Source: an optimization exercise on an open RTL-to-GDS flow (aim: small area, a short achievable clock period and few clock cycles). Production flows keep margins and buffers that such runs may drop.
The RTL was checked by simulation tests, not by an equivalence proof against the original design.
Power and IR drop assume default switching activity.

File: design/flow/run.sh
#!/bin/bash
# synth_recipe.tcl (not shown) runs the flow's synth.tcl, then flattens the netlist and writes it again
# the make line also repeats each setting of config.mk as NAME=value (left out here)
make -C /OpenROAD-flow-scripts/flow DESIGN_CONFIG=/design/flow/config.mk WORK_HOME=/design/flow/orfs CLKGATE_MAP_FILE= SYNTH_SCRIPT=/design/flow/synth_recipe.tcl finish
File: design/flow/config.mk
export PLATFORM = sky130hd
export DESIGN_NAME = bitmap_page_allocator_unit
export DESIGN_NICKNAME = bitmap_page_allocator_unit
export VERILOG_FILES = /design/flow/design.v
export SDC_FILE = /design/flow/constraint.sdc
export NUM_CORES = 4
export LEC_CHECK = 0
export CAP_MARGIN = 20
export CORE_MARGIN = 2
export CORE_UTILIZATION = 40
export SLEW_MARGIN = 20
File: design/flow/constraint.sdc
create_clock -name core_clock -period 12.0 [get_ports {clk_i}]
set_input_delay 2.4000 -clock core_clock [delete_from_list [all_inputs] [get_ports {clk_i}]]
set_output_delay 2.4000 -clock core_clock [all_outputs]
set_load 0.01 [all_outputs]
File: design/flow/design.v
package bpa_pkg;
  localparam int unsigned KIND_W    = 3;
  localparam int unsigned IDX_W     = 12;
  localparam int unsigned CNT_W     = 13;
  localparam int unsigned PAGE_W    = 14;    
  localparam int unsigned WORD_W    = 32;    
  localparam int unsigned WORD_BITS = 5;     
  localparam int unsigned ROW_W     = PAGE_W - WORD_BITS;
  localparam int unsigned APB_AW    = 3;
  localparam int unsigned APB_DW    = 32;
  localparam logic [CNT_W-1:0] CNT_MAX     = '1;
  localparam int unsigned      TOTAL_RST   = 32'h1000;
  localparam int unsigned      STORE_LIMIT = 8192;
  localparam logic REG_TOTAL_PAGES = 1'b0;
  typedef enum logic [KIND_W-1:0] {
    KIND_ALLOC     = 3'd0,
    KIND_FREE      = 3'd1,
    KIND_LOCK      = 3'd2,
    KIND_RESERVE   = 3'd3,
    KIND_UNRESERVE = 3'd4
  } kind_e;
  typedef enum logic [5:0] {
    S_CLEAR = 6'b000001,
    S_IDLE  = 6'b000010,
    S_PREP  = 6'b000100,
    S_READ  = 6'b001000,
    S_MOD   = 6'b010000,
    S_DONE  = 6'b100000
  } state_e;
  typedef struct packed {
    logic load_item;
    logic prep;
    logic rd;
    logic modify;
    logic clr;
    logic out_load;
  } bpa_cmd_t;
  typedef struct packed {
    logic empty;       
    logic finish;      
    logic clr_last;    
  } bpa_stat_t;
endpackage
import bpa_pkg::*;
module bpa_ctrl
(
  input  logic      clk_i,
  input  logic      rst_ni,
  input  logic      in_valid_i,
  output logic      in_ready_o,
  output logic      out_valid_o,
  input  logic      out_ready_i,
  input  logic      cfg_wr_i,
  input  bpa_pkg::bpa_stat_t stat_i,
  output bpa_pkg::bpa_cmd_t  cmd_o
);
  bpa_pkg::state_e state_q, state_d;
  logic   out_valid_q, out_valid_d;
  logic   accept;
  logic   out_free;
  assign in_ready_o  = (state_q == S_IDLE);
  assign accept      = in_valid_i & in_ready_o;
  assign out_free    = ~out_valid_q | out_ready_i;
  assign out_valid_o = out_valid_q;
  always_comb begin
    cmd_o           = '0;
    cmd_o.load_item = accept;
    cmd_o.prep      = (state_q == S_PREP);
    cmd_o.rd        = (state_q == S_READ);
    cmd_o.modify    = (state_q == S_MOD);
    cmd_o.clr       = (state_q == S_CLEAR);
    cmd_o.out_load  = (state_q == S_DONE) & out_free;
  end
  always_comb begin
    state_d = state_q;
    case (state_q)
      S_CLEAR: begin
        if (stat_i.clr_last) state_d = S_IDLE;
      end
      S_IDLE: begin
        if (accept) state_d = S_PREP;
      end
      S_PREP: begin
        state_d = stat_i.empty ? S_DONE : S_READ;
      end
      S_READ: begin
        state_d = S_MOD;
      end
      S_MOD: begin
        state_d = stat_i.finish ? S_DONE : S_READ;
      end
      S_DONE: begin
        if (out_free) state_d = S_IDLE;
      end
      default: begin
        state_d = S_CLEAR;
      end
    endcase
    if (cfg_wr_i) state_d = S_CLEAR;
  end
  always_comb begin
    out_valid_d = out_valid_q;
    if (cmd_o.out_load) begin
      out_valid_d = 1'b1;
    end else if (out_ready_i) begin
      out_valid_d = 1'b0;
    end
  end
  always_ff @(posedge clk_i or negedge rst_ni) begin
    if (!rst_ni) begin
      state_q     <= S_CLEAR;
      out_valid_q <= 1'b0;
    end else begin
      state_q     <= state_d;
      out_valid_q <= out_valid_d;
    end
  end
endmodule
import bpa_pkg::*;
module bpa_dp
#(
  parameter int unsigned MAX_PAGES = 4096
) (
  input  logic              clk_i,
  input  logic              rst_ni,
  input  bpa_pkg::bpa_cmd_t          cmd_i,
  output bpa_pkg::bpa_stat_t         stat_o,
  input  logic              cfg_wr_i,
  input  logic [CNT_W-1:0]  cfg_wdata_i,
  output logic [CNT_W-1:0]  total_o,
  input  logic [KIND_W-1:0] kind_i,
  input  logic [IDX_W-1:0]  page_index_i,
  input  logic [CNT_W-1:0]  page_count_i,
  output logic [IDX_W-1:0]  alloc_page_o,
  output logic              alloc_ok_o,
  output logic [CNT_W-1:0]  free_pages_o,
  output logic [CNT_W-1:0]  used_pages_o,
  output logic [CNT_W-1:0]  reserved_pages_o
);
  function automatic logic [WORD_BITS-1:0] lowest_set(input logic [WORD_W-1:0] v);
    logic [WORD_BITS-1:0] r;
    r = '0;
    for (int i = WORD_W - 1; i >= 0; i--) begin
      if (v[i]) begin
        r = WORD_BITS'(i);
      end
    end
    lowest_set = r;
  endfunction
  function automatic logic [CNT_W-1:0] sat_add(input logic [CNT_W-1:0] c,
                                               input logic [WORD_BITS:0] n);
    logic [CNT_W:0] s;
    s = {1'b0, c} + (CNT_W + 1)'(n);
    sat_add = (s > {1'b0, CNT_MAX}) ? CNT_MAX : s[CNT_W-1:0];
  endfunction
  function automatic logic [CNT_W-1:0] sat_sub(input logic [CNT_W-1:0] c,
                                               input logic [WORD_BITS:0] n);
    sat_sub = (c > CNT_W'(n)) ? (c - CNT_W'(n)) : '0;
  endfunction
  localparam int unsigned STORE_PAGES = (MAX_PAGES > STORE_LIMIT) ? STORE_LIMIT : MAX_PAGES;
  localparam int unsigned ROWS        = (STORE_PAGES + WORD_W - 1) / WORD_W;
  localparam int unsigned RAW         = (ROWS > 1) ? $clog2(ROWS) : 1;
  localparam int unsigned LIM_CAP     = (MAX_PAGES > 8191) ? 8191 : MAX_PAGES;
  localparam int unsigned FREE_RST    = (MAX_PAGES < TOTAL_RST) ? MAX_PAGES : TOTAL_RST;
  localparam logic [CNT_W-1:0] LIM_MAX = CNT_W'(LIM_CAP);
  localparam logic [WORD_W-1:0] ONES   = '1;
  logic [WORD_W-1:0] page_mem_q [ROWS];
  logic [WORD_W-1:0] rdata_q;
  logic              mem_we;
  logic [RAW-1:0]    mem_waddr;
  logic [WORD_W-1:0] mem_wdata;
  logic [CNT_W-1:0] total_q, hint_q, free_q, used_q, rsv_q;
  logic [RAW-1:0]   clr_row_q;
  logic [KIND_W-1:0]    kind_q;
  logic [IDX_W-1:0]     first_q;
  logic [PAGE_W-1:0]    end_q;
  logic [ROW_W-1:0]     row_q, first_row_q, last_row_q;
  logic [WORD_BITS-1:0] lo_bit_q, hi_bit_q;
  logic [IDX_W-1:0]     page_q;
  logic                 ok_q;
  logic [IDX_W-1:0] out_page_q;
  logic             out_ok_q;
  logic [CNT_W-1:0] out_free_q, out_used_q, out_rsv_q;
  logic [CNT_W-1:0]  lim, lim_m1, new_lim;
  logic [PAGE_W-1:0] stop_w, stop_m1;
  logic              is_alloc, is_run, is_set;
  assign lim     = (total_q > LIM_MAX) ? LIM_MAX : total_q;
  assign new_lim = (cfg_wdata_i > LIM_MAX) ? LIM_MAX : cfg_wdata_i;
  assign lim_m1  = lim - CNT_W'(1);
  assign stop_w  = (end_q > PAGE_W'(lim)) ? PAGE_W'(lim) : end_q;
  assign stop_m1 = stop_w - PAGE_W'(1);
  assign is_alloc = (kind_q == KIND_ALLOC);
  assign is_run   = (kind_q == KIND_FREE) || (kind_q == KIND_LOCK) ||
                    (kind_q == KIND_RESERVE) || (kind_q == KIND_UNRESERVE);
  assign is_set   = (kind_q == KIND_LOCK) || (kind_q == KIND_RESERVE);
  logic [WORD_W-1:0]    lo_mask, hi_mask, row_mask, alloc_cand, chg, new_row;
  logic [WORD_BITS-1:0] low_bit;
  logic [WORD_BITS:0]   n_chg;
  logic [PAGE_W-1:0]    hit_page;
  logic                 found, last_row;
  always_comb begin
    lo_mask    = (row_q == first_row_q) ? (ONES << lo_bit_q) : ONES;
    hi_mask    = (row_q == last_row_q) ?
                 (ONES >> (WORD_BITS'(WORD_W - 1) - hi_bit_q)) : ONES;
    row_mask   = lo_mask & hi_mask;
    alloc_cand = ~rdata_q & row_mask;
    chg        = row_mask & (is_set ? ~rdata_q : rdata_q);
    low_bit    = lowest_set(is_alloc ? alloc_cand : chg);
    found      = |alloc_cand;
    n_chg      = (WORD_BITS + 1)'($countones(chg));
    hit_page   = {row_q, low_bit};
    last_row   = (row_q == last_row_q);
    if (is_alloc) begin
      new_row = rdata_q | (ONES[WORD_W-1:0] & (WORD_W'(1) << low_bit));
    end else if (is_set) begin
      new_row = rdata_q | chg;
    end else begin
      new_row = rdata_q & ~chg;
    end
  end
  always_comb begin
    stat_o.empty    = is_alloc ? (hint_q >= lim) :
                      (is_run ? (stop_w <= PAGE_W'(first_q)) : 1'b1);
    stat_o.finish   = last_row | (is_alloc & found);
    stat_o.clr_last = (clr_row_q == RAW'(ROWS - 1));
  end
  always_comb begin
    mem_we    = 1'b0;
    mem_waddr = RAW'(row_q);
    mem_wdata = new_row;
    if (cmd_i.clr) begin
      mem_we    = 1'b1;
      mem_waddr = clr_row_q;
      mem_wdata = '0;
    end else if (cmd_i.modify) begin
      mem_we    = is_alloc ? found : 1'b1;
    end
  end
  always_ff @(posedge clk_i) begin
    if (mem_we) begin
      page_mem_q[mem_waddr] <= mem_wdata;
    end
    if (cmd_i.rd) begin
      rdata_q <= page_mem_q[RAW'(row_q)];
    end
  end
  always_ff @(posedge clk_i) begin
    if (cmd_i.load_item) begin
      kind_q  <= kind_i;
      first_q <= page_index_i;
      end_q   <= PAGE_W'(page_index_i) + PAGE_W'(page_count_i);
    end
    if (cmd_i.prep) begin
      page_q <= '0;
      ok_q   <= is_run;
      if (is_alloc) begin
        row_q       <= ROW_W'(hint_q >> WORD_BITS);
        first_row_q <= ROW_W'(hint_q >> WORD_BITS);
        last_row_q  <= ROW_W'(lim_m1 >> WORD_BITS);
        lo_bit_q    <= hint_q[WORD_BITS-1:0];
        hi_bit_q    <= lim_m1[WORD_BITS-1:0];
      end else begin
        row_q       <= ROW_W'(first_q >> WORD_BITS);
        first_row_q <= ROW_W'(first_q >> WORD_BITS);
        last_row_q  <= stop_m1[PAGE_W-1:WORD_BITS];
        lo_bit_q    <= first_q[WORD_BITS-1:0];
        hi_bit_q    <= stop_m1[WORD_BITS-1:0];
      end
    end
    if (cmd_i.modify) begin
      if (!stat_o.finish) begin
        row_q <= row_q + ROW_W'(1);
      end
      if (is_alloc && found) begin
        page_q <= hit_page[IDX_W-1:0];
        ok_q   <= 1'b1;
      end
    end
  end
  always_ff @(posedge clk_i or negedge rst_ni) begin
    if (!rst_ni) begin
      total_q   <= CNT_W'(TOTAL_RST);
      hint_q    <= '0;
      free_q    <= CNT_W'(FREE_RST);
      used_q    <= '0;
      rsv_q     <= '0;
      clr_row_q <= '0;
    end else if (cfg_wr_i) begin
      total_q   <= cfg_wdata_i;
      hint_q    <= '0;
      free_q    <= new_lim;
      used_q    <= '0;
      rsv_q     <= '0;
      clr_row_q <= '0;
    end else begin
      if (cmd_i.clr && !stat_o.clr_last) begin
        clr_row_q <= clr_row_q + RAW'(1);
      end
      if (cmd_i.modify) begin
        if (is_alloc) begin
          if (found) begin
            hint_q <= hit_page[CNT_W-1:0];
            free_q <= sat_sub(free_q, (WORD_BITS + 1)'(1));
            used_q <= sat_add(used_q, (WORD_BITS + 1)'(1));
          end else if (last_row) begin
            hint_q <= lim;
          end
        end else begin
          case (kind_q)
            KIND_FREE: begin
              free_q <= sat_add(free_q, n_chg);
              used_q <= sat_sub(used_q, n_chg);
              if ((|chg) && (hit_page < PAGE_W'(hint_q))) begin
                hint_q <= hit_page[CNT_W-1:0];
              end
            end
            KIND_UNRESERVE: begin
              free_q <= sat_add(free_q, n_chg);
              rsv_q  <= sat_sub(rsv_q, n_chg);
            end
            KIND_LOCK: begin
              free_q <= sat_sub(free_q, n_chg);
              used_q <= sat_add(used_q, n_chg);
            end
            KIND_RESERVE: begin
              free_q <= sat_sub(free_q, n_chg);
              rsv_q  <= sat_add(rsv_q, n_chg);
            end
            default: begin
            end
          endcase
        end
      end
    end
  end
  always_ff @(posedge clk_i) begin
    if (cmd_i.out_load) begin
      out_page_q <= page_q;
      out_ok_q   <= ok_q;
      out_free_q <= free_q;
      out_used_q <= used_q;
      out_rsv_q  <= rsv_q;
    end
  end
  assign total_o          = total_q;
  assign alloc_page_o     = out_page_q;
  assign alloc_ok_o       = out_ok_q;
  assign free_pages_o     = out_free_q;
  assign used_pages_o     = out_used_q;
  assign reserved_pages_o = out_rsv_q;
endmodule
import bpa_pkg::*;
module bitmap_page_allocator_unit
#(
  parameter int unsigned MAX_PAGES = 4096
) (
  input  logic              clk_i,
  input  logic              rst_ni,
  input  logic              s_axis_tvalid,
  output logic              s_axis_tready,
  input  logic [31:0]       s_axis_tdata,    
  input  logic [KIND_W-1:0] s_axis_tuser,    
  output logic              m_axis_tvalid,
  input  logic              m_axis_tready,
  output logic [55:0]       m_axis_tdata,
  input  logic              psel,
  input  logic              penable,
  input  logic              pwrite,
  input  logic [APB_AW-1:0] paddr,
  input  logic [APB_DW-1:0] pwdata,
  output logic [APB_DW-1:0] prdata,
  output logic              pready
);
  bpa_pkg::bpa_cmd_t cmd;
  bpa_pkg::bpa_stat_t stat;
  logic             cfg_wr;
  logic [CNT_W-1:0] total;
  logic [IDX_W-1:0] alloc_page;
  logic             alloc_ok;
  logic [CNT_W-1:0] free_pages, used_pages, reserved_pages;
  assign pready = 1'b1;
  assign cfg_wr = psel & penable & pwrite & pready & (paddr[2] == REG_TOTAL_PAGES);
  assign prdata = (paddr[2] == REG_TOTAL_PAGES) ? APB_DW'(total) : '0;
  bpa_ctrl u_ctrl (
    .clk_i       (clk_i),
    .rst_ni      (rst_ni),
    .in_valid_i  (s_axis_tvalid),
    .in_ready_o  (s_axis_tready),
    .out_valid_o (m_axis_tvalid),
    .out_ready_i (m_axis_tready),
    .cfg_wr_i    (cfg_wr),
    .stat_i      (stat),
    .cmd_o       (cmd)
  );
  bpa_dp #(
    .MAX_PAGES (MAX_PAGES)
  ) u_dp (
    .clk_i            (clk_i),
    .rst_ni           (rst_ni),
    .cmd_i            (cmd),
    .stat_o           (stat),
    .cfg_wr_i         (cfg_wr),
    .cfg_wdata_i      (pwdata[CNT_W-1:0]),
    .total_o          (total),
    .kind_i           (s_axis_tuser),
    .page_index_i     (s_axis_tdata[IDX_W-1:0]),
    .page_count_i     (s_axis_tdata[IDX_W+CNT_W-1:IDX_W]),
    .alloc_page_o     (alloc_page),
    .alloc_ok_o       (alloc_ok),
    .free_pages_o     (free_pages),
    .used_pages_o     (used_pages),
    .reserved_pages_o (reserved_pages)
  );
  assign m_axis_tdata = {4'b0000, reserved_pages, used_pages, free_pages, alloc_ok, alloc_page};
endmodule
==> flow_summary.ini <==
[clocking]
cts_tree = done
cts-root-buf = clkbuf_16
clkSlewWorstSetupHoldPaths_ns = 0.06
cts_made_buffers = 423
clock_path_buffers = 4
cts_setup_buffers = 0
insertion_delay_ns = 0.96
cts-resized-gates = 0
hold_buffers = 0
htree_levels = 5
cts_sinks = 4337

[synthesis]
synthTopCellsByCount = edfxtp_1, mux4_2, nor2_1
synth_warnings = 2
ys_seq_area_frac = 0.7375
synth_area_per_cell_um2 = 21.29
ys_ff_latch = 4337
synth_edf_count = 4236
yosysTopAreaCellShare = 0.7238
synth_ff_type = edfxtp_1
async_flop_share = 0.01822
syn_inst = 8255
ys_types = 111
synth.most_common_cell = edfxtp_1
synth_largest_area_cell = edfxtp_1
syn_area_mm2 = 0.1757
synthTopCellsByArea = edfxtp_1, mux4_2, dfrtp_1, ha_1, nor2_1

[worst_setup_path]
critPathKind = flip-flop to flip-flop
critical_path_cell_count = 31
cp.arrival_ns = 11.49
r2r_cells = 31
path_max_fanout = 24
max_stage_delay_ns = 0.69
required_ns = 12.80
crit_family = adder cells
cp.buffers_inverters = 4
end_kind = flip-flop
worst_path_max_delay_cell = or4b_2
critPathLaunchType = flip-flop
rrSetupSlack_ns = 1.31
crit_top_cell = fa_1

[floorplan]
die_w_um = 666.9
core_mm2 = 0.4378
initial_utilization = 0.4014
chipHeight_um = 666.9
die-area_mm2 = 0.4447
ioPinCount = 168
fp-row-count = 243

[placement]
hpwl_um = 281800
pre_cts_slack_ns = 1.320
io_buffers = 115
gp_congestion = 0.9114

[cells_and_area]
nFillCells = 36217
seqCellArea_mm2 = 0.1296
drive_gt1_frac = 0.2755
multi_input_area_mm2 = 0.04510
syn_to_final_growth_pct = 13.30
final_nets = 8864

[global_routing]
globalRouteOverflowTotal = 0
grt_antenna_before_repair = 39
grt_pass1_wl_um = 683100
grt_pass1_vias = 88087
grt_max_degree = 128
grt.total_usage = 0.2166

[sta]
slew_viol_final = 0
max_freq_mhz = 93.56
fin_crit_ns = 10.69
setup_viol = 0
maxSlewHeadroom = 0.2314
fin_tns_setup_ns = 0
setup_slack_ns = 1.312
tightest_slew_ns = 1.153
rsz0062_at_grt = no
fin_crit_sh = 0.8906
clock_skew_ns = 0.03672
hold_viol_final = 0

[drt]
drc = 0
vias = 88543
drt-pass1-iter-count = 5
viasPerCell = 6.000
routedWlPerCell_um = 33.17
final_antenna_net_count = 0
wirelength_um = 489600
drt_iter0_markers = 10619

[power_and_ir_drop]
p_per_area_mw_per_mm2 = 239.5
power.leakage_nw = 61.37
vdd_drop_max_v = 0.0003644

[hold_path]
hold_path_class = flip-flop to flip-flop
hold_depth = 0

[flow_run]
maxCapViolCount = 0

[run_status]
outcome = complete, no violations
==> path summary, 6_finish.rpt <==
kind | from | end
worst max-delay path | u_dp.row_q[0] | u_dp.free_q[8]
worst min-delay path | u_dp.ok_q | u_dp.out_ok_q
worst max register to register | u_dp.row_q[0] | u_dp.free_q[8]
worst min register to register | u_dp.ok_q | u_dp.out_ok_q
max in group asynchronous | rst_ni | u_dp.hint_q[7]
min in group asynchronous | rst_ni | u_dp.free_q[7]
==> logic make-up after synthesis <==
group	synth area share
AO/OA/AOI/OAI	0.02786
XOR/XNOR	0.006329
adder cells (fa/ha/maj)	0.01165
buffers and inverters	0.01459
flip-flops	0.7375
multiplexers	0.1756
other	0.00004273
AND/OR/NAND/NOR	0.02640
==> power by group <==
part	switching, W	leakage, nW	internal, W
combinational	0.0101	15.0	0.00644
sequential	0.000330	40.0	0.0181
clock	0.00559	6.34	0.00714
==> registers in the layout (all words and copies together), names as in the netlist, 3 cells and up <==
signal,cells
u_dp.out_page_q,12
u_dp.total_q,13
u_dp.out_free_q,13
u_dp.first_row_q,8
u_dp.page_mem_q,4096
u_dp.rdata_q,32
u_dp.kind_q,3
u_dp.hint_q,13
u_ctrl.state_q,6
u_dp.end_q,14
u_dp.free_q,13
u_dp.out_rsv_q,13
u_dp.clr_row_q,7
u_dp.row_q,9
u_dp.last_row_q,9
u_dp.lo_bit_q,5
u_dp.page_q,12
u_dp.used_q,13
u_dp.out_used_q,13
u_dp.rsv_q,13
u_dp.first_q,12
u_dp.hi_bit_q,5
==> layout make-up <==
cell class	count	area share
diodes	16	0.0002011
clock buffers	531	0.05626
clock inverters	236	0.009337
inverters	158	0.003029
multi-input cells	3317	0.2265
flip-flops and latches	4337	0.6510
well taps	5757	0.03617
repair buffers	405	0.01750
==> layout by cell type, fill, tap and decap left out, drive strengths merged, types with 22 or more instances in the layout <==
cell type,instances
a211oi,33
a21o,42
a21oi,149
a221oi,42
a31oi,26
and2,24
and3,27
buf,291
bufinv,26
clkbuf,531
clkdlybuf4s50,114
clkinv,182
conb,24
dfrtp,76
dfxtp,22
edfxtp,4236
fa,31
ha,114
inv,169
mux2,36
mux2i,23
mux4,1342
nand2,232
nand2b,36
nand3,52
nand4,39
nor2,294
nor2b,52
nor3,58
nor4,35
o211ai,24
o21ai,152
xnor2,106
==> metal layers <==
metal | wire (um) | part of all wire | GRT usage | up-vias
met4 | 13000 | 0.027 | 0.05375 | 2
met5 | 13 | 0.000027 | 0 | -
li1 | - | - | - | 35528
met1 | 203400 | 0.42 | 0.3100 | 48399
met2 | 238800 | 0.49 | 0.3558 | 3975
met3 | 34330 | 0.070 | 0.02550 | 639
==> per-stage QoR <==
| step | hold slack [ns] | cell area, um2 | std cells | util | power (W) |
|---|---|---|---|---|---|
| final | 0.4545 | 199100 | 14757 | 0.4548 | 0.04768 |
| after global placement | 0.4486 | 186000 | 13972 | 0.4248 | 0.03510 |
| after CTS | 0.4582 | 199100 | 14740 | 0.4546 | 0.04800 |
| after detailed placement | 0.4473 | 186000 | 13973 | 0.4248 | 0.03535 |
| after global routing | 0.4834 | 199100 | 14744 | 0.4547 | 0.04941 |
| after floorplan | 0.4079 | 175800 | 8277 | - | 0.02922 |
Testbench counts, summed over its fixed seeds: cycles 33,740.

[separate check: timing with driven ports]
Ports are ideal in the flow. The routed layout listed here was re-timed in OpenROAD. Step 1, drivers: a clkbuf_16 drives clk_i and a buf_2 each remaining input, both assumed. Step 2 moves the port delays by t, midway between the first and last clock arrival at a register: inputs arrive t later, outputs are due t later. That takes back most of the time a late clock gives input paths. Three values: no drivers, after step 1, after step 2; two values: the first two.
shift t [ns]: 1.062
setup WS [ns]: 1.312 / 1.312 / 1.312
hold WS [ns]: 0.455 / 0.455 / 0.455
worst setup path after step 2: register to register
After both steps this run still meets setup and hold. The setup slack of this run moves by 0.000 ns with the drivers and by 0.000 ns with both steps.
